What follows belongs to an exercise in optimizing a design on an open flow for small area and a short achievable clock period; a production flow would make more cautious choices. The RTL of this run was laid out without a check of its function.

===== design/flow/run.sh =====
#!/bin/bash
# synth_recipe.tcl (not shown) runs the flow's synth.tcl, then flattens the netlist and writes it again
# the make line also repeats each setting of config.mk as NAME=value (left out here)
make -C /OpenROAD-flow-scripts/flow DESIGN_CONFIG=/design/flow/config.mk WORK_HOME=/design/flow/orfs CLKGATE_MAP_FILE= SYNTH_SCRIPT=/design/flow/synth_recipe.tcl finish

===== design/flow/design.v =====
package posit_pkg;
    localparam OP_SIZE = 2;
    typedef enum logic [OP_SIZE-1:0] {
        ADD = 2'd0,
        SUB = 2'd1,
        MUL = 2'd2,
        DIV = 2'd3
    } op_t;
endpackage
`timescale 1ns/1ps
module posit_decode (
    input  logic [14:0]       mag,
    output logic signed [5:0] te,
    output logic [11:0]       frac,
    output logic              hid
);
    logic        first;
    logic [13:0] x;
    logic [3:0]  lz;
    logic [13:0] y;
    assign first = mag[14];
    assign x     = mag[13:0] ^ {14{first}};
    assign hid   = |mag;
    always_comb begin
        lz = 4'd14;
        for (int i = 0; i < 14; i++) begin
            if (x[i]) lz = 4'(13 - i);
        end
    end
    assign y    = {mag[12:0], 1'b0} << lz;
    assign te   = {first ? {1'b0, lz} : ~{1'b0, lz}, y[13]};
    assign frac = y[12:1];
endmodule
`timescale 1ns/1ps
module core_add_sub (
    input  logic signed [5:0] te1,
    input  logic signed [5:0] te2,
    input  logic [12:0]       mant1,
    input  logic [12:0]       mant2,
    input  logic              eff_sub,
    output logic signed [6:0] te_out,
    output logic [11:0]       frac,
    output logic              guard,
    output logic              sticky,
    output logic              is_zero
);
    logic [6:0]  d;
    logic [3:0]  dsat;
    logic [14:0] bg, sml, small_sh, lowmask;
    logic        stk;
    logic [15:0] r;
    logic [4:0]  lz;
    logic [15:0] n;
    assign d    = 7'(te1) - 7'(te2);
    assign dsat = (d > 7'd15) ? 4'd15 : d[3:0];
    assign bg      = {mant1, 2'b00};
    assign sml    = {mant2, 2'b00};
    assign small_sh = sml >> dsat;
    assign lowmask  = ~(15'h7fff << dsat);
    assign stk      = |(sml & lowmask);
    assign r = eff_sub ? {1'b0, bg - small_sh - 15'(stk)} : {1'b0, bg} + {1'b0, small_sh};
    always_comb begin
        lz = 5'd16;
        for (int i = 0; i < 16; i++) begin
            if (r[i]) lz = 5'(15 - i);
        end
    end
    assign n       = r << lz;
    assign frac    = n[14:3];
    assign guard   = n[2];
    assign sticky  = n[1] | n[0] | stk;
    assign te_out  = 7'(te1) + 7'sd1 - 7'(lz);
    assign is_zero = (r == 16'd0);
endmodule
`timescale 1ns/1ps
module core_mul (
    input  logic signed [5:0] te1,
    input  logic signed [5:0] te2,
    input  logic [11:0]       f1,
    input  logic [11:0]       f2,
    output logic signed [6:0] te_out,
    output logic [11:0]       frac,
    output logic              guard,
    output logic              sticky
);
    logic [25:0] p;
    logic        ovf;
    logic t1, t2, t3, t4, t5, t6, t7, t8, t9, t10, t11, t12, t13, t14, t15, t16, t17, t18, t19, t20, t21, t22, t23, t24, t25, t26, t27, t28, t29, t30, t31, t32, t33, t34, t35, t36, t37, t38, t39, t40, t41, t42, t43, t44, t45, t46, t47, t48, t49, t50, t51, t52, t53, t54, t55, t56, t57, t58, t59, t60, t61, t62, t63, t64, t65, t66, t67, t68, t69, t70, t71, t72, t73, t74, t75, t76, t77, t78, t79, t80, t81, t82, t83, t84, t85, t86, t87, t88, t89, t90, t91, t92, t93, t94, t95, t96, t97, t98, t99, t100, t101, t102, t103, t104, t105, t106, t107, t108, t109, t110, t111, t112, t113, t114, t115, t116, t117, t118, t119, t120, t121, t122, t123, t124, t125, t126, t127, t128, t129, t130, t131, t132, t133, t134, t135, t136, t137, t138, t139, t140, t141, t142, t143, t144, t145, t146, t147, t148, t149, t150, t151, t152, t153, t154, t155, t156, t157, t158, t159, t160, t161, t162, t163, t164, t165, t166, t167, t168, t169, t170, t171, t172, t173, t174, t175, t176, t177, t178, t179, t180, t181, t182, t183, t184, t185, t186, t187, t188, t189, t190, t191, t192, t193, t194, t195, t196, t197, t198, t199, t200, t201, t202, t203, t204, t205, t206, t207, t208, t209, t210, t211, t212, t213, t214, t215, t216, t217, t218, t219, t220, t221, t222, t223, t224, t225, t226, t227, t228, t229, t230, t231, t232, t233, t234, t235, t236, t237, t238, t239, t240, t241, t242, t243, t244, t245, t246, t247, t248, t249, t250, t251, t252, t253, t254, t255, t256, t257, t258, t259, t260, t261, t262, t263, t264, t265, t266, t267, t268, t269, t270, t271, t272, t273, t274, t275, t276, t277, t278, t279, t280, t281, t282, t283, t284, t285, t286, t287, t288, t289, t290, t291, t292, t293, t294, t295, t296, t297, t298, t299, t300, t301, t302, t303, t304, t305, t306, t307, t308, t309, t310, t311, t312, t313, t314, t315, t316, t317, t318, t319, t320, t321, t322, t323, t324, t325, t326, t327, t328, t329, t330, t331, t332, t333, t334, t335, t336, t337, t338, t339, t340, t341, t342, t343, t344, t345, t346, t347, t348, t349, t350, t351, t352, t353, t354, t355, t356, t357, t358, t359, t360, t361, t362, t363, t364, t365, t366, t367, t368, t369, t370, t371, t372, t373, t374, t375, t376, t377, t378, t379, t380, t381, t382, t383, t384, t385, t386, t387, t388, t389, t390, t391, t392, t393, t394, t395, t396, t397, t398, t399, t400, t401, t402, t403, t404, t405, t406, t407, t408, t409, t410, t411, t412, t413, t414, t415, t416, t417, t418, t419, t420, t421, t422, t423, t424, t425, t426, t427, t428, t429, t430, t431, t432, t433, t434, t435, t436, t437, t438, t439, t440, t441, t442, t443, t444, t445, t446, t447, t448, t449, t450, t451, t452, t453, t454, t455, t456, t457, t458;
    assign t1 = (f1[0] & f2[0]);
    assign t2 = (f1[0] & f2[1]);
    assign t3 = (f1[1] & f2[0]);
    assign t4 = (f1[0] & f2[2]);
    assign t5 = (f1[1] & f2[1]);
    assign t6 = (f1[2] & f2[0]);
    assign t7 = (f1[0] & f2[3]);
    assign t8 = (f1[1] & f2[2]);
    assign t9 = (f1[2] & f2[1]);
    assign t10 = (f1[3] & f2[0]);
    assign t11 = (f1[0] & f2[4]);
    assign t12 = (f1[1] & f2[3]);
    assign t13 = (f1[2] & f2[2]);
    assign t14 = (f1[3] & f2[1]);
    assign t15 = (f1[4] & f2[0]);
    assign t16 = (f1[0] & f2[5]);
    assign t17 = (f1[1] & f2[4]);
    assign t18 = (f1[2] & f2[3]);
    assign t19 = (f1[3] & f2[2]);
    assign t20 = (f1[4] & f2[1]);
    assign t21 = (f1[5] & f2[0]);
    assign t22 = (f1[0] & f2[6]);
    assign t23 = (f1[1] & f2[5]);
    assign t24 = (f1[2] & f2[4]);
    assign t25 = (f1[3] & f2[3]);
    assign t26 = (f1[4] & f2[2]);
    assign t27 = (f1[5] & f2[1]);
    assign t28 = (f1[6] & f2[0]);
    assign t29 = (f1[0] & f2[7]);
    assign t30 = (f1[1] & f2[6]);
    assign t31 = (f1[2] & f2[5]);
    assign t32 = (f1[3] & f2[4]);
    assign t33 = (f1[4] & f2[3]);
    assign t34 = (f1[5] & f2[2]);
    assign t35 = (f1[6] & f2[1]);
    assign t36 = (f1[7] & f2[0]);
    assign t37 = (f1[0] & f2[8]);
    assign t38 = (f1[1] & f2[7]);
    assign t39 = (f1[2] & f2[6]);
    assign t40 = (f1[3] & f2[5]);
    assign t41 = (f1[4] & f2[4]);
    assign t42 = (f1[5] & f2[3]);
    assign t43 = (f1[6] & f2[2]);
    assign t44 = (f1[7] & f2[1]);
    assign t45 = (f1[8] & f2[0]);
    assign t46 = (f1[0] & f2[9]);
    assign t47 = (f1[1] & f2[8]);
    assign t48 = (f1[2] & f2[7]);
    assign t49 = (f1[3] & f2[6]);
    assign t50 = (f1[4] & f2[5]);
    assign t51 = (f1[5] & f2[4]);
    assign t52 = (f1[6] & f2[3]);
    assign t53 = (f1[7] & f2[2]);
    assign t54 = (f1[8] & f2[1]);
    assign t55 = (f1[9] & f2[0]);
    assign t56 = (f1[0] & f2[10]);
    assign t57 = (f1[1] & f2[9]);
    assign t58 = (f1[2] & f2[8]);
    assign t59 = (f1[3] & f2[7]);
    assign t60 = (f1[4] & f2[6]);
    assign t61 = (f1[5] & f2[5]);
    assign t62 = (f1[6] & f2[4]);
    assign t63 = (f1[7] & f2[3]);
    assign t64 = (f1[8] & f2[2]);
    assign t65 = (f1[9] & f2[1]);
    assign t66 = (f1[10] & f2[0]);
    assign t67 = (f1[0] & f2[11]);
    assign t68 = (f1[1] & f2[10]);
    assign t69 = (f1[2] & f2[9]);
    assign t70 = (f1[3] & f2[8]);
    assign t71 = (f1[4] & f2[7]);
    assign t72 = (f1[5] & f2[6]);
    assign t73 = (f1[6] & f2[5]);
    assign t74 = (f1[7] & f2[4]);
    assign t75 = (f1[8] & f2[3]);
    assign t76 = (f1[9] & f2[2]);
    assign t77 = (f1[10] & f2[1]);
    assign t78 = (f1[11] & f2[0]);
    assign t79 = (f1[1] & f2[11]);
    assign t80 = (f1[2] & f2[10]);
    assign t81 = (f1[3] & f2[9]);
    assign t82 = (f1[4] & f2[8]);
    assign t83 = (f1[5] & f2[7]);
    assign t84 = (f1[6] & f2[6]);
    assign t85 = (f1[7] & f2[5]);
    assign t86 = (f1[8] & f2[4]);
    assign t87 = (f1[9] & f2[3]);
    assign t88 = (f1[10] & f2[2]);
    assign t89 = (f1[11] & f2[1]);
    assign t90 = (f1[2] & f2[11]);
    assign t91 = (f1[3] & f2[10]);
    assign t92 = (f1[4] & f2[9]);
    assign t93 = (f1[5] & f2[8]);
    assign t94 = (f1[6] & f2[7]);
    assign t95 = (f1[7] & f2[6]);
    assign t96 = (f1[8] & f2[5]);
    assign t97 = (f1[9] & f2[4]);
    assign t98 = (f1[10] & f2[3]);
    assign t99 = (f1[11] & f2[2]);
    assign t100 = (f1[3] & f2[11]);
    assign t101 = (f1[4] & f2[10]);
    assign t102 = (f1[5] & f2[9]);
    assign t103 = (f1[6] & f2[8]);
    assign t104 = (f1[7] & f2[7]);
    assign t105 = (f1[8] & f2[6]);
    assign t106 = (f1[9] & f2[5]);
    assign t107 = (f1[10] & f2[4]);
    assign t108 = (f1[11] & f2[3]);
    assign t109 = (f1[4] & f2[11]);
    assign t110 = (f1[5] & f2[10]);
    assign t111 = (f1[6] & f2[9]);
    assign t112 = (f1[7] & f2[8]);
    assign t113 = (f1[8] & f2[7]);
    assign t114 = (f1[9] & f2[6]);
    assign t115 = (f1[10] & f2[5]);
    assign t116 = (f1[11] & f2[4]);
    assign t117 = (f1[5] & f2[11]);
    assign t118 = (f1[6] & f2[10]);
    assign t119 = (f1[7] & f2[9]);
    assign t120 = (f1[8] & f2[8]);
    assign t121 = (f1[9] & f2[7]);
    assign t122 = (f1[10] & f2[6]);
    assign t123 = (f1[11] & f2[5]);
    assign t124 = (f1[6] & f2[11]);
    assign t125 = (f1[7] & f2[10]);
    assign t126 = (f1[8] & f2[9]);
    assign t127 = (f1[9] & f2[8]);
    assign t128 = (f1[10] & f2[7]);
    assign t129 = (f1[11] & f2[6]);
    assign t130 = (f1[7] & f2[11]);
    assign t131 = (f1[8] & f2[10]);
    assign t132 = (f1[9] & f2[9]);
    assign t133 = (f1[10] & f2[8]);
    assign t134 = (f1[11] & f2[7]);
    assign t135 = (f1[8] & f2[11]);
    assign t136 = (f1[9] & f2[10]);
    assign t137 = (f1[10] & f2[9]);
    assign t138 = (f1[11] & f2[8]);
    assign t139 = (f1[9] & f2[11]);
    assign t140 = (f1[10] & f2[10]);
    assign t141 = (f1[11] & f2[9]);
    assign t142 = (f1[10] & f2[11]);
    assign t143 = (f1[11] & f2[10]);
    assign t144 = (f1[11] & f2[11]);
    assign t145 = t46 ^ t47;
    assign t146 = t46 & t47;
    assign t147 = t56 ^ t57 ^ t58;
    assign t148 = (t56 & t57) | (t56 & t58) | (t57 & t58);
    assign t149 = t59 ^ t60;
    assign t150 = t59 & t60;
    assign t151 = t67 ^ t68 ^ t69;
    assign t152 = (t67 & t68) | (t67 & t69) | (t68 & t69);
    assign t153 = t70 ^ t71 ^ t72;
    assign t154 = (t70 & t71) | (t70 & t72) | (t71 & t72);
    assign t155 = t73 ^ t74;
    assign t156 = t73 & t74;
    assign t157 = t79 ^ t80 ^ t81;
    assign t158 = (t79 & t80) | (t79 & t81) | (t80 & t81);
    assign t159 = t82 ^ t83 ^ t84;
    assign t160 = (t82 & t83) | (t82 & t84) | (t83 & t84);
    assign t161 = t85 ^ t86 ^ t87;
    assign t162 = (t85 & t86) | (t85 & t87) | (t86 & t87);
    assign t163 = t88 ^ t89;
    assign t164 = t88 & t89;
    assign t165 = t90 ^ t91 ^ t92;
    assign t166 = (t90 & t91) | (t90 & t92) | (t91 & t92);
    assign t167 = t93 ^ t94 ^ t95;
    assign t168 = (t93 & t94) | (t93 & t95) | (t94 & t95);
    assign t169 = t96 ^ t97 ^ t98;
    assign t170 = (t96 & t97) | (t96 & t98) | (t97 & t98);
    assign t171 = t99 ^ f1[1];
    assign t172 = t99 & f1[1];
    assign t173 = t100 ^ t101 ^ t102;
    assign t174 = (t100 & t101) | (t100 & t102) | (t101 & t102);
    assign t175 = t103 ^ t104 ^ t105;
    assign t176 = (t103 & t104) | (t103 & t105) | (t104 & t105);
    assign t177 = t106 ^ t107 ^ t108;
    assign t178 = (t106 & t107) | (t106 & t108) | (t107 & t108);
    assign t179 = t109 ^ t110 ^ t111;
    assign t180 = (t109 & t110) | (t109 & t111) | (t110 & t111);
    assign t181 = t112 ^ t113 ^ t114;
    assign t182 = (t112 & t113) | (t112 & t114) | (t113 & t114);
    assign t183 = t117 ^ t118 ^ t119;
    assign t184 = (t117 & t118) | (t117 & t119) | (t118 & t119);
    assign t185 = t22 ^ t23;
    assign t186 = t22 & t23;
    assign t187 = t29 ^ t30 ^ t31;
    assign t188 = (t29 & t30) | (t29 & t31) | (t30 & t31);
    assign t189 = t32 ^ t33;
    assign t190 = t32 & t33;
    assign t191 = t37 ^ t38 ^ t39;
    assign t192 = (t37 & t38) | (t37 & t39) | (t38 & t39);
    assign t193 = t40 ^ t41 ^ t42;
    assign t194 = (t40 & t41) | (t40 & t42) | (t41 & t42);
    assign t195 = t43 ^ t44;
    assign t196 = t43 & t44;
    assign t197 = t48 ^ t49 ^ t50;
    assign t198 = (t48 & t49) | (t48 & t50) | (t49 & t50);
    assign t199 = t51 ^ t52 ^ t53;
    assign t200 = (t51 & t52) | (t51 & t53) | (t52 & t53);
    assign t201 = t54 ^ t55 ^ t145;
    assign t202 = (t54 & t55) | (t54 & t145) | (t55 & t145);
    assign t203 = t61 ^ t62 ^ t63;
    assign t204 = (t61 & t62) | (t61 & t63) | (t62 & t63);
    assign t205 = t64 ^ t65 ^ t66;
    assign t206 = (t64 & t65) | (t64 & t66) | (t65 & t66);
    assign t207 = t146 ^ t147 ^ t149;
    assign t208 = (t146 & t147) | (t146 & t149) | (t147 & t149);
    assign t209 = t75 ^ t76 ^ t77;
    assign t210 = (t75 & t76) | (t75 & t77) | (t76 & t77);
    assign t211 = t78 ^ t148 ^ t150;
    assign t212 = (t78 & t148) | (t78 & t150) | (t148 & t150);
    assign t213 = t151 ^ t153 ^ t155;
    assign t214 = (t151 & t153) | (t151 & t155) | (t153 & t155);
    assign t215 = f1[0] ^ f2[0] ^ t152;
    assign t216 = (f1[0] & f2[0]) | (f1[0] & t152) | (f2[0] & t152);
    assign t217 = t154 ^ t156 ^ t157;
    assign t218 = (t154 & t156) | (t154 & t157) | (t156 & t157);
    assign t219 = t159 ^ t161 ^ t163;
    assign t220 = (t159 & t161) | (t159 & t163) | (t161 & t163);
    assign t221 = f2[1] ^ t158 ^ t160;
    assign t222 = (f2[1] & t158) | (f2[1] & t160) | (t158 & t160);
    assign t223 = t162 ^ t164 ^ t165;
    assign t224 = (t162 & t164) | (t162 & t165) | (t164 & t165);
    assign t225 = t167 ^ t169 ^ t171;
    assign t226 = (t167 & t169) | (t167 & t171) | (t169 & t171);
    assign t227 = f1[2] ^ f2[2] ^ t166;
    assign t228 = (f1[2] & f2[2]) | (f1[2] & t166) | (f2[2] & t166);
    assign t229 = t168 ^ t170 ^ t172;
    assign t230 = (t168 & t170) | (t168 & t172) | (t170 & t172);
    assign t231 = t173 ^ t175 ^ t177;
    assign t232 = (t173 & t175) | (t173 & t177) | (t175 & t177);
    assign t233 = t115 ^ t116 ^ f1[3];
    assign t234 = (t115 & t116) | (t115 & f1[3]) | (t116 & f1[3]);
    assign t235 = f2[3] ^ t174 ^ t176;
    assign t236 = (f2[3] & t174) | (f2[3] & t176) | (t174 & t176);
    assign t237 = t178 ^ t179 ^ t181;
    assign t238 = (t178 & t179) | (t178 & t181) | (t179 & t181);
    assign t239 = t120 ^ t121 ^ t122;
    assign t240 = (t120 & t121) | (t120 & t122) | (t121 & t122);
    assign t241 = t123 ^ f1[4] ^ f2[4];
    assign t242 = (t123 & f1[4]) | (t123 & f2[4]) | (f1[4] & f2[4]);
    assign t243 = t180 ^ t182 ^ t183;
    assign t244 = (t180 & t182) | (t180 & t183) | (t182 & t183);
    assign t245 = t124 ^ t125 ^ t126;
    assign t246 = (t124 & t125) | (t124 & t126) | (t125 & t126);
    assign t247 = t127 ^ t128 ^ t129;
    assign t248 = (t127 & t128) | (t127 & t129) | (t128 & t129);
    assign t249 = f1[5] ^ f2[5] ^ t184;
    assign t250 = (f1[5] & f2[5]) | (f1[5] & t184) | (f2[5] & t184);
    assign t251 = t130 ^ t131 ^ t132;
    assign t252 = (t130 & t131) | (t130 & t132) | (t131 & t132);
    assign t253 = t133 ^ t134 ^ f1[6];
    assign t254 = (t133 & t134) | (t133 & f1[6]) | (t134 & f1[6]);
    assign t255 = t135 ^ t136 ^ t137;
    assign t256 = (t135 & t136) | (t135 & t137) | (t136 & t137);
    assign t257 = t11 ^ t12;
    assign t258 = t11 & t12;
    assign t259 = t16 ^ t17 ^ t18;
    assign t260 = (t16 & t17) | (t16 & t18) | (t17 & t18);
    assign t261 = t19 ^ t20;
    assign t262 = t19 & t20;
    assign t263 = t24 ^ t25 ^ t26;
    assign t264 = (t24 & t25) | (t24 & t26) | (t25 & t26);
    assign t265 = t27 ^ t28 ^ t185;
    assign t266 = (t27 & t28) | (t27 & t185) | (t28 & t185);
    assign t267 = t34 ^ t35 ^ t36;
    assign t268 = (t34 & t35) | (t34 & t36) | (t35 & t36);
    assign t269 = t186 ^ t187 ^ t189;
    assign t270 = (t186 & t187) | (t186 & t189) | (t187 & t189);
    assign t271 = t45 ^ t188 ^ t190;
    assign t272 = (t45 & t188) | (t45 & t190) | (t188 & t190);
    assign t273 = t191 ^ t193 ^ t195;
    assign t274 = (t191 & t193) | (t191 & t195) | (t193 & t195);
    assign t275 = t192 ^ t194 ^ t196;
    assign t276 = (t192 & t194) | (t192 & t196) | (t194 & t196);
    assign t277 = t197 ^ t199 ^ t201;
    assign t278 = (t197 & t199) | (t197 & t201) | (t199 & t201);
    assign t279 = t198 ^ t200 ^ t202;
    assign t280 = (t198 & t200) | (t198 & t202) | (t200 & t202);
    assign t281 = t203 ^ t205 ^ t207;
    assign t282 = (t203 & t205) | (t203 & t207) | (t205 & t207);
    assign t283 = t204 ^ t206 ^ t208;
    assign t284 = (t204 & t206) | (t204 & t208) | (t206 & t208);
    assign t285 = t209 ^ t211 ^ t213;
    assign t286 = (t209 & t211) | (t209 & t213) | (t211 & t213);
    assign t287 = t210 ^ t212 ^ t214;
    assign t288 = (t210 & t212) | (t210 & t214) | (t212 & t214);
    assign t289 = t215 ^ t217 ^ t219;
    assign t290 = (t215 & t217) | (t215 & t219) | (t217 & t219);
    assign t291 = t216 ^ t218 ^ t220;
    assign t292 = (t216 & t218) | (t216 & t220) | (t218 & t220);
    assign t293 = t221 ^ t223 ^ t225;
    assign t294 = (t221 & t223) | (t221 & t225) | (t223 & t225);
    assign t295 = t222 ^ t224 ^ t226;
    assign t296 = (t222 & t224) | (t222 & t226) | (t224 & t226);
    assign t297 = t227 ^ t229 ^ t231;
    assign t298 = (t227 & t229) | (t227 & t231) | (t229 & t231);
    assign t299 = t228 ^ t230 ^ t232;
    assign t300 = (t228 & t230) | (t228 & t232) | (t230 & t232);
    assign t301 = t233 ^ t235 ^ t237;
    assign t302 = (t233 & t235) | (t233 & t237) | (t235 & t237);
    assign t303 = t234 ^ t236 ^ t238;
    assign t304 = (t234 & t236) | (t234 & t238) | (t236 & t238);
    assign t305 = t239 ^ t241 ^ t243;
    assign t306 = (t239 & t241) | (t239 & t243) | (t241 & t243);
    assign t307 = t240 ^ t242 ^ t244;
    assign t308 = (t240 & t242) | (t240 & t244) | (t242 & t244);
    assign t309 = t245 ^ t247 ^ t249;
    assign t310 = (t245 & t247) | (t245 & t249) | (t247 & t249);
    assign t311 = f2[6] ^ t246 ^ t248;
    assign t312 = (f2[6] & t246) | (f2[6] & t248) | (t246 & t248);
    assign t313 = t250 ^ t251 ^ t253;
    assign t314 = (t250 & t251) | (t250 & t253) | (t251 & t253);
    assign t315 = t138 ^ f1[7] ^ f2[7];
    assign t316 = (t138 & f1[7]) | (t138 & f2[7]) | (f1[7] & f2[7]);
    assign t317 = t252 ^ t254 ^ t255;
    assign t318 = (t252 & t254) | (t252 & t255) | (t254 & t255);
    assign t319 = t139 ^ t140 ^ t141;
    assign t320 = (t139 & t140) | (t139 & t141) | (t140 & t141);
    assign t321 = f1[8] ^ f2[8] ^ t256;
    assign t322 = (f1[8] & f2[8]) | (f1[8] & t256) | (f2[8] & t256);
    assign t323 = t142 ^ t143 ^ f1[9];
    assign t324 = (t142 & t143) | (t142 & f1[9]) | (t143 & f1[9]);
    assign t325 = t7 ^ t8;
    assign t326 = t7 & t8;
    assign t327 = t13 ^ t14 ^ t15;
    assign t328 = (t13 & t14) | (t13 & t15) | (t14 & t15);
    assign t329 = t21 ^ t258 ^ t259;
    assign t330 = (t21 & t258) | (t21 & t259) | (t258 & t259);
    assign t331 = t260 ^ t262 ^ t263;
    assign t332 = (t260 & t262) | (t260 & t263) | (t262 & t263);
    assign t333 = t264 ^ t266 ^ t267;
    assign t334 = (t264 & t266) | (t264 & t267) | (t266 & t267);
    assign t335 = t268 ^ t270 ^ t271;
    assign t336 = (t268 & t270) | (t268 & t271) | (t270 & t271);
    assign t337 = t272 ^ t274 ^ t275;
    assign t338 = (t272 & t274) | (t272 & t275) | (t274 & t275);
    assign t339 = t276 ^ t278 ^ t279;
    assign t340 = (t276 & t278) | (t276 & t279) | (t278 & t279);
    assign t341 = t280 ^ t282 ^ t283;
    assign t342 = (t280 & t282) | (t280 & t283) | (t282 & t283);
    assign t343 = t284 ^ t286 ^ t287;
    assign t344 = (t284 & t286) | (t284 & t287) | (t286 & t287);
    assign t345 = t288 ^ t290 ^ t291;
    assign t346 = (t288 & t290) | (t288 & t291) | (t290 & t291);
    assign t347 = t292 ^ t294 ^ t295;
    assign t348 = (t292 & t294) | (t292 & t295) | (t294 & t295);
    assign t349 = t296 ^ t298 ^ t299;
    assign t350 = (t296 & t298) | (t296 & t299) | (t298 & t299);
    assign t351 = t300 ^ t302 ^ t303;
    assign t352 = (t300 & t302) | (t300 & t303) | (t302 & t303);
    assign t353 = t304 ^ t306 ^ t307;
    assign t354 = (t304 & t306) | (t304 & t307) | (t306 & t307);
    assign t355 = t308 ^ t310 ^ t311;
    assign t356 = (t308 & t310) | (t308 & t311) | (t310 & t311);
    assign t357 = t312 ^ t314 ^ t315;
    assign t358 = (t312 & t314) | (t312 & t315) | (t314 & t315);
    assign t359 = t316 ^ t318 ^ t319;
    assign t360 = (t316 & t318) | (t316 & t319) | (t318 & t319);
    assign t361 = f2[9] ^ t320 ^ t322;
    assign t362 = (f2[9] & t320) | (f2[9] & t322) | (t320 & t322);
    assign t363 = t144 ^ f1[10] ^ f2[10];
    assign t364 = (t144 & f1[10]) | (t144 & f2[10]) | (f1[10] & f2[10]);
    assign t365 = t4 ^ t5;
    assign t366 = t4 & t5;
    assign t367 = t9 ^ t10 ^ t325;
    assign t368 = (t9 & t10) | (t9 & t325) | (t10 & t325);
    assign t369 = t257 ^ t326 ^ t327;
    assign t370 = (t257 & t326) | (t257 & t327) | (t326 & t327);
    assign t371 = t261 ^ t328 ^ t329;
    assign t372 = (t261 & t328) | (t261 & t329) | (t328 & t329);
    assign t373 = t265 ^ t330 ^ t331;
    assign t374 = (t265 & t330) | (t265 & t331) | (t330 & t331);
    assign t375 = t269 ^ t332 ^ t333;
    assign t376 = (t269 & t332) | (t269 & t333) | (t332 & t333);
    assign t377 = t273 ^ t334 ^ t335;
    assign t378 = (t273 & t334) | (t273 & t335) | (t334 & t335);
    assign t379 = t277 ^ t336 ^ t337;
    assign t380 = (t277 & t336) | (t277 & t337) | (t336 & t337);
    assign t381 = t281 ^ t338 ^ t339;
    assign t382 = (t281 & t338) | (t281 & t339) | (t338 & t339);
    assign t383 = t285 ^ t340 ^ t341;
    assign t384 = (t285 & t340) | (t285 & t341) | (t340 & t341);
    assign t385 = t289 ^ t342 ^ t343;
    assign t386 = (t289 & t342) | (t289 & t343) | (t342 & t343);
    assign t387 = t293 ^ t344 ^ t345;
    assign t388 = (t293 & t344) | (t293 & t345) | (t344 & t345);
    assign t389 = t297 ^ t346 ^ t347;
    assign t390 = (t297 & t346) | (t297 & t347) | (t346 & t347);
    assign t391 = t301 ^ t348 ^ t349;
    assign t392 = (t301 & t348) | (t301 & t349) | (t348 & t349);
    assign t393 = t305 ^ t350 ^ t351;
    assign t394 = (t305 & t350) | (t305 & t351) | (t350 & t351);
    assign t395 = t309 ^ t352 ^ t353;
    assign t396 = (t309 & t352) | (t309 & t353) | (t352 & t353);
    assign t397 = t313 ^ t354 ^ t355;
    assign t398 = (t313 & t354) | (t313 & t355) | (t354 & t355);
    assign t399 = t317 ^ t356 ^ t357;
    assign t400 = (t317 & t356) | (t317 & t357) | (t356 & t357);
    assign t401 = t321 ^ t358 ^ t359;
    assign t402 = (t321 & t358) | (t321 & t359) | (t358 & t359);
    assign t403 = t323 ^ t360 ^ t361;
    assign t404 = (t323 & t360) | (t323 & t361) | (t360 & t361);
    assign t405 = t324 ^ t362 ^ t363;
    assign t406 = (t324 & t362) | (t324 & t363) | (t362 & t363);
    assign t407 = f1[11] ^ f2[11] ^ t364;
    assign t408 = (f1[11] & f2[11]) | (f1[11] & t364) | (f2[11] & t364);
    assign p[0] = t1;
    assign t409 = t2 ^ t3;
    assign t410 = t2 & t3;
    assign p[1] = t409;
    assign t411 = t6 ^ t365 ^ t410;
    assign t412 = (t6 & t365) | (t6 & t410) | (t365 & t410);
    assign p[2] = t411;
    assign t413 = t366 ^ t367 ^ t412;
    assign t414 = (t366 & t367) | (t366 & t412) | (t367 & t412);
    assign p[3] = t413;
    assign t415 = t368 ^ t369 ^ t414;
    assign t416 = (t368 & t369) | (t368 & t414) | (t369 & t414);
    assign p[4] = t415;
    assign t417 = t370 ^ t371 ^ t416;
    assign t418 = (t370 & t371) | (t370 & t416) | (t371 & t416);
    assign p[5] = t417;
    assign t419 = t372 ^ t373 ^ t418;
    assign t420 = (t372 & t373) | (t372 & t418) | (t373 & t418);
    assign p[6] = t419;
    assign t421 = t374 ^ t375 ^ t420;
    assign t422 = (t374 & t375) | (t374 & t420) | (t375 & t420);
    assign p[7] = t421;
    assign t423 = t376 ^ t377 ^ t422;
    assign t424 = (t376 & t377) | (t376 & t422) | (t377 & t422);
    assign p[8] = t423;
    assign t425 = t378 ^ t379 ^ t424;
    assign t426 = (t378 & t379) | (t378 & t424) | (t379 & t424);
    assign p[9] = t425;
    assign t427 = t380 ^ t381 ^ t426;
    assign t428 = (t380 & t381) | (t380 & t426) | (t381 & t426);
    assign p[10] = t427;
    assign t429 = t382 ^ t383 ^ t428;
    assign t430 = (t382 & t383) | (t382 & t428) | (t383 & t428);
    assign p[11] = t429;
    assign t431 = t384 ^ t385 ^ t430;
    assign t432 = (t384 & t385) | (t384 & t430) | (t385 & t430);
    assign p[12] = t431;
    assign t433 = t386 ^ t387 ^ t432;
    assign t434 = (t386 & t387) | (t386 & t432) | (t387 & t432);
    assign p[13] = t433;
    assign t435 = t388 ^ t389 ^ t434;
    assign t436 = (t388 & t389) | (t388 & t434) | (t389 & t434);
    assign p[14] = t435;
    assign t437 = t390 ^ t391 ^ t436;
    assign t438 = (t390 & t391) | (t390 & t436) | (t391 & t436);
    assign p[15] = t437;
    assign t439 = t392 ^ t393 ^ t438;
    assign t440 = (t392 & t393) | (t392 & t438) | (t393 & t438);
    assign p[16] = t439;
    assign t441 = t394 ^ t395 ^ t440;
    assign t442 = (t394 & t395) | (t394 & t440) | (t395 & t440);
    assign p[17] = t441;
    assign t443 = t396 ^ t397 ^ t442;
    assign t444 = (t396 & t397) | (t396 & t442) | (t397 & t442);
    assign p[18] = t443;
    assign t445 = t398 ^ t399 ^ t444;
    assign t446 = (t398 & t399) | (t398 & t444) | (t399 & t444);
    assign p[19] = t445;
    assign t447 = t400 ^ t401 ^ t446;
    assign t448 = (t400 & t401) | (t400 & t446) | (t401 & t446);
    assign p[20] = t447;
    assign t449 = t402 ^ t403 ^ t448;
    assign t450 = (t402 & t403) | (t402 & t448) | (t403 & t448);
    assign p[21] = t449;
    assign t451 = t404 ^ t405 ^ t450;
    assign t452 = (t404 & t405) | (t404 & t450) | (t405 & t450);
    assign p[22] = t451;
    assign t453 = t406 ^ t407 ^ t452;
    assign t454 = (t406 & t407) | (t406 & t452) | (t407 & t452);
    assign p[23] = t453;
    assign t455 = 1'b1 ^ t408 ^ t454;
    assign t456 = (1'b1 & t408) | (1'b1 & t454) | (t408 & t454);
    assign p[24] = t455;
    assign t457 = 1'b0 ^ t456;
    assign t458 = 1'b0 & t456;
    assign p[25] = t457;
    assign ovf    = p[25];
    assign frac   = ovf ? p[24:13] : p[23:12];
    assign guard  = ovf ? p[12] : p[11];
    assign sticky = (|p[10:0]) | (ovf & p[11]);
    assign te_out = 7'(te1) + 7'(te2) + 7'(ovf);
endmodule
`timescale 1ns/1ps
module core_div (
    input  logic [12:0]       mant1,
    input  logic [12:0]       mant2,
    output logic [15:0]       rem_s,    
    output logic [15:0]       rem_c,
    output logic [15:0]       qpos,     
    output logic [15:0]       qneg      
);
    localparam NIT = 8;
    logic [15:0] s [NIT+1];
    logic [15:0] c [NIT+1];
    logic [15:0] d1, d2;
    logic [15:0] qp, qn;
    logic signed [6:0] m2, m1;
    assign d1 = {3'b000, mant2};
    assign d2 = {2'b00, mant2, 1'b0};
    div_thresh thr_i (.dtop(mant2[11:9]), .m2(m2), .m1(m1));
    assign s[0] = {3'b000, mant1};
    assign c[0] = '0;
    logic [15:0] ns_last, nc_last;
    for (genvar j = 0; j < NIT; j++) begin : g_it
        logic signed [6:0] est;
        logic        sub, two, one, ge2, ltm2;
        logic [15:0] mag, x, ns, nc;
        if (j == 0) begin : g_first
            assign sub  = 1'b1;
            assign two  = $signed({3'b000, mant1[12:9]}) >= m2;
            assign one  = !two;
            assign ge2  = two;
            assign ltm2 = 1'b0;
        end else begin : g_sel
            logic ge1, ltm1;
            assign est  = s[j][15:9] + c[j][15:9];
            assign ge2  = est >= m2;
            assign ge1  = est >= m1;
            assign ltm2 = est < ~m2;
            assign ltm1 = est < ~m1;
            assign sub  = ge1;
            assign two  = ge2 | ltm2;
            assign one  = (ge1 | ltm1) & !two;
        end
        assign mag  = two ? d2 : (one ? d1 : 16'd0);
        assign x    = mag ^ {16{sub}};
        assign ns   = s[j] ^ c[j] ^ x;
        assign nc   = {((s[j] & c[j]) | (s[j] & x) | (c[j] & x)), sub};
        assign s[j+1] = {ns[13:0], 2'b00};
        assign c[j+1] = {nc[13:0], 2'b00};
        assign qp[2*(NIT-1-j) +: 2] = {ge2, sub & !two};
        assign qn[2*(NIT-1-j) +: 2] = {ltm2, !sub & one};
        if (j == NIT - 1) begin : g_last
            assign ns_last = ns;
            assign nc_last = nc;
        end
    end
    assign rem_s = ns_last;
    assign rem_c = nc_last;
    assign qpos  = qp;
    assign qneg  = qn;
endmodule
module div_thresh (
    input  logic [2:0]        dtop,
    output logic signed [6:0] m2,
    output logic signed [6:0] m1
);
    always_comb begin
        case (dtop)
            3'd0:    m2 = 7'sd12;
            3'd1:    m2 = 7'sd14;
            3'd2:    m2 = 7'sd15;
            3'd3:    m2 = 7'sd16;
            3'd4:    m2 = 7'sd18;
            3'd5:    m2 = 7'sd20;
            3'd6:    m2 = 7'sd20;
            default: m2 = 7'sd24;
        endcase
        m1 = dtop[2] ? 7'sd6 : 7'sd4;
    end
endmodule
module div_finish (
    input  logic signed [6:0] te_in,    
    input  logic [15:0]       qpos,
    input  logic [15:0]       qneg,
    input  logic [15:0]       rem_s,
    input  logic [15:0]       rem_c,
    input  logic [11:0]       dfrac,    
    output logic signed [6:0] te_out,
    output logic [11:0]       frac,
    output logic              guard,
    output logic              sticky
);
    logic [15:0] w, qt;
    logic        wneg, wzero, wmd, rem_nz;
    assign w      = rem_s + rem_c;
    assign wneg   = w[15];
    assign wzero  = (w == 16'd0);
    assign wmd    = (w == (~{4'b0001, dfrac} + 16'd1));
    assign rem_nz = !(wzero | wmd);
    assign qt     = qpos + ~qneg + 16'(!wneg);
    assign frac   = qt[14] ? qt[13:2] : qt[12:1];
    assign guard  = qt[14] ? qt[1] : qt[0];
    assign sticky = (qt[14] & qt[0]) | rem_nz;
    assign te_out = te_in - 7'(!qt[14]);
endmodule
`timescale 1ns/1ps
module core_op (
    input  logic              is_mul,
    input  logic              is_div,
    input  logic              swap,      
    input  logic              eff_sub,
    input  logic signed [5:0] te_a,
    input  logic signed [5:0] te_b,
    input  logic [11:0]       f_a,
    input  logic [11:0]       f_b,
    input  logic              h_a,
    input  logic              h_b,
    output logic signed [6:0] te_out,
    output logic [15:0]       val,       
    output logic [15:0]       qneg,
    output logic [15:0]       rem_s,
    output logic [15:0]       rem_c,
    output logic              add_zero
);
    logic signed [5:0] te1, te2;
    logic [12:0]       mant1, mant2;
    logic signed [6:0] te_as, te_m;
    logic [11:0]       f_as, f_m;
    logic              g_as, g_m;
    logic              s_as, s_m;
    logic [15:0]       qpos;
    assign te1   = swap ? te_b : te_a;
    assign te2   = swap ? te_a : te_b;
    assign mant1 = swap ? {h_b, f_b} : {h_a, f_a};
    assign mant2 = swap ? {h_a, f_a} : {h_b, f_b};
    core_add_sub add_sub_i (
        .te1(te1), .te2(te2), .mant1(mant1), .mant2(mant2), .eff_sub(eff_sub),
        .te_out(te_as), .frac(f_as), .guard(g_as), .sticky(s_as), .is_zero(add_zero)
    );
    core_mul mul_i (
        .te1(te_a), .te2(te_b), .f1(f_a), .f2(f_b),
        .te_out(te_m), .frac(f_m), .guard(g_m), .sticky(s_m)
    );
    core_div div_i (
        .mant1({1'b1, f_a}), .mant2({1'b1, f_b}),
        .rem_s(rem_s), .rem_c(rem_c), .qpos(qpos), .qneg(qneg)
    );
    always_comb begin
        if (is_div) begin
            te_out = 7'(te_a) - 7'(te_b);
            val    = qpos;
        end else if (is_mul) begin
            te_out = te_m;
            val    = {f_m, g_m, s_m, 2'b00};
        end else begin
            te_out = te_as;
            val    = {f_as, g_as, s_as, 2'b00};
        end
    end
endmodule
`timescale 1ns/1ps
module posit_encode (
    input  logic              sign,
    input  logic signed [6:0] te,
    input  logic [11:0]       frac,
    input  logic              guard,
    input  logic              sticky,
    input  logic              force_zero,
    input  logic              force_nar,
    output logic [15:0]       word
);
    logic signed [5:0] k;
    logic              kneg;
    logic [3:0]        sh;
    logic [15:0]       seed;
    logic [30:0]       body;
    logic [14:0]       t;
    logic              g, st, ru;
    logic              hi, lo;
    logic [14:0]       tm;
    logic              rm, sm;
    assign k    = te[6:1];
    assign kneg = k[5];
    assign hi   = !kneg && (k > 6'sd13);
    assign lo   = kneg && (k < -6'sd14);
    assign sh   = kneg ? ~k[3:0] : k[3:0];
    assign seed = {~kneg, kneg, te[0], frac, guard};
    assign body = $signed({seed, 15'b0}) >>> sh;
    logic [30:0] body_u;
    assign body_u = kneg ? ({seed, 15'b0} >> sh) : body;
    assign t  = body_u[30:16];
    assign g  = body_u[15];
    assign st = (|body_u[14:0]) | sticky;
    assign ru = g & (st | t[0]);
    always_comb begin
        tm = t;
        rm = ru;
        sm = sign;
        if (force_nar) begin
            tm = 15'h7fff; rm = 1'b1; sm = 1'b1;
        end else if (force_zero) begin
            tm = 15'h0000; rm = 1'b0; sm = 1'b0;
        end else if (hi) begin
            tm = 15'h7fff; rm = 1'b0;
        end else if (lo) begin
            tm = 15'h0001; rm = 1'b0;
        end
    end
    assign word = {sm, tm ^ {15{sm}}} + {15'b0, sm ^ rm};
endmodule
`timescale 1ns/1ps
module posit_unit (
    input  logic        clk,
    input  logic        rst_n,
    input  logic        in_valid,
    input  logic [1:0]  op,
    input  logic [15:0] a,
    input  logic [15:0] b,
    output logic        out_valid,
    output logic [15:0] result
);
    logic        sa, sb, sb_eff;
    logic [14:0] ma, mb;
    logic signed [5:0] ta, tb;
    logic [11:0] fa, fb;
    logic        ha, hb;
    logic        a_zero, b_zero, a_nar, b_nar;
    logic        nar_res, zero_res;
    assign sa = a[15];
    assign sb = b[15];
    assign ma = (a[14:0] ^ {15{sa}}) + 15'(sa);
    assign mb = (b[14:0] ^ {15{sb}}) + 15'(sb);
    assign sb_eff = sb ^ (op == 2'd1);
    posit_decode deca_i (.mag(ma), .te(ta), .frac(fa), .hid(ha));
    posit_decode decb_i (.mag(mb), .te(tb), .frac(fb), .hid(hb));
    assign a_zero = (a == 16'h0000);
    assign b_zero = (b == 16'h0000);
    assign a_nar  = (a == 16'h8000);
    assign b_nar  = (b == 16'h8000);
    assign nar_res  = a_nar || b_nar || (op == 2'd3 && b_zero);
    assign zero_res = op[1] && (a_zero || (!op[0] && b_zero));
    logic        valid_q;
    logic        mul_q, div_q, swap_q;
    logic        sa_q, sb_q;
    logic signed [5:0] ta_q, tb_q;
    logic [11:0] fa_q, fb_q;
    logic        ha_q, hb_q;
    logic        nar_q, zero_q;
    always_ff @(posedge clk) begin
        if (!rst_n) valid_q <= 1'b0;
        else        valid_q <= in_valid;
    end
    always_ff @(posedge clk) begin
        mul_q  <= (op == 2'd2);
        div_q  <= (op == 2'd3);
        swap_q <= (mb > ma);
        sa_q   <= sa;
        sb_q   <= sb_eff;
        ta_q   <= ta;
        tb_q   <= tb;
        fa_q   <= fa;
        fb_q   <= fb;
        ha_q   <= ha;
        hb_q   <= hb;
        nar_q  <= nar_res;
        zero_q <= zero_res;
    end
    logic signed [6:0] te_c;
    logic [15:0]       val_c, qn_c, rs_c, rc_c;
    logic              add_zero;
    logic              res_sign;
    core_op core_op_i (
        .is_mul(mul_q), .is_div(div_q), .swap(swap_q), .eff_sub(sa_q ^ sb_q),
        .te_a(ta_q), .te_b(tb_q), .f_a(fa_q), .f_b(fb_q), .h_a(ha_q), .h_b(hb_q),
        .te_out(te_c), .val(val_c), .qneg(qn_c), .rem_s(rs_c), .rem_c(rc_c),
        .add_zero(add_zero)
    );
    always_comb begin
        if (mul_q || div_q) res_sign = sa_q ^ sb_q;
        else                res_sign = swap_q ? sb_q : sa_q;
    end
    logic              sign_r, div_r, fz_r, fn_r;
    logic signed [6:0] te_r;
    logic [15:0]       val_r, qn_r, rs_r, rc_r;
    logic [11:0]       df_r;
    always_ff @(posedge clk) begin
        if (!rst_n) out_valid <= 1'b0;
        else        out_valid <= valid_q;
        sign_r <= res_sign;
        div_r  <= div_q;
        te_r   <= te_c;
        val_r  <= val_c;
        qn_r   <= qn_c;
        rs_r   <= rs_c;
        rc_r   <= rc_c;
        df_r   <= fb_q;
        fz_r   <= zero_q || (!mul_q && !div_q && add_zero);
        fn_r   <= nar_q;
    end
    logic signed [6:0] te_d, te_o;
    logic [11:0]       frac_d, frac_o;
    logic              g_d, st_d, g_o, st_o;
    div_finish div_fin_i (
        .te_in(te_r), .qpos(val_r), .qneg(qn_r), .rem_s(rs_r), .rem_c(rc_r),
        .dfrac(df_r), .te_out(te_d), .frac(frac_d), .guard(g_d), .sticky(st_d)
    );
    assign te_o   = div_r ? te_d : te_r;
    assign frac_o = div_r ? frac_d : val_r[15:4];
    assign g_o    = div_r ? g_d : val_r[3];
    assign st_o   = div_r ? st_d : val_r[2];
    posit_encode enc_i (
        .sign(sign_r), .te(te_o), .frac(frac_o), .guard(g_o), .sticky(st_o),
        .force_zero(fz_r), .force_nar(fn_r), .word(result)
    );
endmodule

===== design/flow/config.mk =====
export PLATFORM = sky130hd
export DESIGN_NAME = posit_unit
export DESIGN_NICKNAME = posit_unit
export VERILOG_FILES = /design/flow/design.v
export SDC_FILE = /design/flow/constraint.sdc
export NUM_CORES = 4
export LEC_CHECK = 0
export ABC_AREA = 1
export CAP_MARGIN = 50
export CORE_MARGIN = 2
export CORE_UTILIZATION = 60
export GPL_TIMING_DRIVEN = 1
export SLEW_MARGIN = 70

===== design/flow/constraint.sdc =====
create_clock -name core_clock -period 80.0 [get_ports {clk}]
set_input_delay 16.0000 -clock core_clock [delete_from_list [all_inputs] [get_ports {clk}]]
set_output_delay 16.0000 -clock core_clock [all_outputs]
set_load 0.01 [all_outputs]

==> run notes <==
-- path summary, 6_finish.rpt --
check                start      end  slack (ns)  cells past startpoint
hold reg to reg      nar_q     fn_r        0.40                      0
hold / removal       nar_q     fn_r        0.40                      0
setup / recovery  fb_q[11]  rs_r[7]       52.17                    134
setup reg to reg  fb_q[11]  rs_r[7]       52.17                    134
-- metrics by stage --
stage	std cells	hold WS [ns]
after CTS	4460	0.390
after detailed placement	4428	0.385
after floorplan	3883	0.310
after global routing	4460	0.390
after global placement	4426	0.384
final	4460	0.397
-- routing by layer --
metal  global-route usage  routed length [um]
met1                0.445               32900
met4                0.132                2760
met2                0.588               36500
met5                    0                  14
met3               0.0458                5170
-- state kept, by name, indices dropped and copies added, names as in the netlist, 6 cells and up --
signal  flops
rs_r       16
val_r      16
qn_r       14
rc_r       14
df_r       12
fa_q       12
fb_q       12
te_r        7
ta_q        6
tb_q        6
-- cells in the final DEF, fill, tap and decap left out, drive strengths merged, types with 17 or more instances in the layout --
cell type / instances
nand2: 841
inv: 755
ha: 297
o21ai: 291
nor2: 259
fa: 216
xor2: 191
a21oi: 176
nand3: 170
dfxtp: 130
o22ai: 93
xnor2: 72
clkdlybuf4s50: 51
nand4: 48
buf: 38
nor3: 32
o21bai: 25
clkbuf: 19
clkinv: 18
or2: 17
-- cell type report --
class | count | area (um2) | area share
clock inverters | 15 | 184 | 0.00650
flip-flops and latches | 130 | 2620 | 0.0925
clock buffers | 17 | 425 | 0.0150
multi-input cells | 2864 | 20700 | 0.730
inverters | 758 | 2850 | 0.101
well taps | 585 | 732 | 0.0259
repair buffers | 91 | 816 | 0.0288
-- critical path: cells and delay by family, from the launching register on --
kind	cells	cell delay, ns
fa+ha+maj	29	10.42
compound gates	33	5.99
simple gates	38	5.79
buf+inv	23	3.12
xor+xnor	11	1.94
flops	1	0.32
-- cell families after synthesis --
kind of cell,after synthesis,share of synthesized area
multiplexers,4,0.00152
AND/OR/NAND/NOR,1399,0.225
buffers and inverters,889,0.132
flip-flops,130,0.0990
XOR/XNOR,263,0.0884
adder cells (fa/ha/maj),513,0.306
AO/OA/AOI/OAI,685,0.149
==> reports/qor.csv <==
metric,value,unit
drv_slew,0,
required,80.34,ns
initial_core_util,0.609,
yosysTopAreaCellShare,0.164,
drtIter0Drc,2113,
final_nets,4412,
final_area,28300,um2
min_period,27.83,ns
cts_tree,done,
status,no timing/DRC/antenna violations,
cts_root_buf,clkbuf_16,
critPathMaxFanout,38,
yosys-top-cells-area,"fa_1 16%, ha_1 14%, nand2_1 12%",
cts_max_level,4,
ys_seq_area_frac,0.0990,
fin_util,0.655,
place.gp.congestion,0.973,
crit_type,flip-flop to flip-flop,
fin_crit_sh,0.348,
yosysTopAreaCell,fa_1,
drive_gt1_frac,0.0643,
hpwl,61900,um
critPathSlowestCell,fa_1,
end_kind,flip-flop,
setup_viol,0,
fin_worst_skew,0.0199,ns
hold_buffers,0,
rsz0062_at_grt,false,
via_count,25200,
yosys-top-cells-count,"827 x nand2_1, 729 x inv_1, 297 x ha_1",
clk_latency,0.47,ns
area_growth,7.55,%
tns,0,ns
numClockSinks,130,
wirelength,77300,um
port_buffers,53,
netlist_instances,3883,
synth_nets,4433,
relSlewSlack,0.690,
maxCapViolCount,0,
grt_antenna_before_repair,2,
grt_pass1_wl,124000,um
n_fill_cell,3917,
clock_tree.buffer_depth,2,
grt_pass1_vias,24300,
ys_seq_elements,130,
grtUsageTotal,0.345,
finalHoldViolCount,0,
grt_overflow_total,0,
yosysMostFrequentCell,nand2_1,
grt_start_max_net_pins,66,
async_reset_ff_frac,0,
n_antenna_cell,0,
syn_avg_cell_area,6.77,um2
synth_edf_count,0,
cts_resized,0,
die_area,45500,um2
antenna_left,0,
finalWorstSetupSlack,52.17,ns
die_h,213,um
fmax,35.9,MHz
hp-class,flip-flop to flip-flop,
drtPass1Iterations,8,
io_pins,54,
arrival,28.18,ns
worst_pin_slew,0.460,ns
postCtsSetupBuffers,0,
die_x,213,um
place_ws,52.22,ns
worst_setup_hold_path_clk_slew,0.07,ns
core,43200,um2
row_count,76,
cts_buffers,17,
avgViaCountPerCell,5.65,
cp-start-kind,flip-flop,
dpl_cell_area,27600,um2
ys_warn_count,9,
slowest_delay,0.56,ns
syn_area,26300,um2
synth_cell_types,67,
wire_per_inst,17.3,um
ys.flop_type,dfxtp_1,
drc,0,

==> port drivers added, routing unchanged <==
The results above use ideal ports. As a check the final layout listed here was re-extracted and re-timed, cells and wires unchanged. Step 1: set_driving_cell puts a clkbuf_16 on clk and a buf_2 on each other input, an assumption about the parent block. Step 2, shift: input delay + t, output delay - t, t = (earliest + latest rising clock arrival at the registers) / 2. This alone moves slack from input paths to output paths. a / b / c = ideal ports / drivers / drivers and shift; a / b = the first two.
t (ns): 0.512
slack for setup (ns): 52.166 / 52.166 / 52.166
worst setup path at the end: register to register
latest minus earliest clock arrival (ns): 0.026 / 0.026
worst data-port slew with drivers (ns): 0.05
After both steps this run still meets setup and hold. The setup slack of this run moves by 0.000 ns with the drivers and by 0.000 ns with both steps.
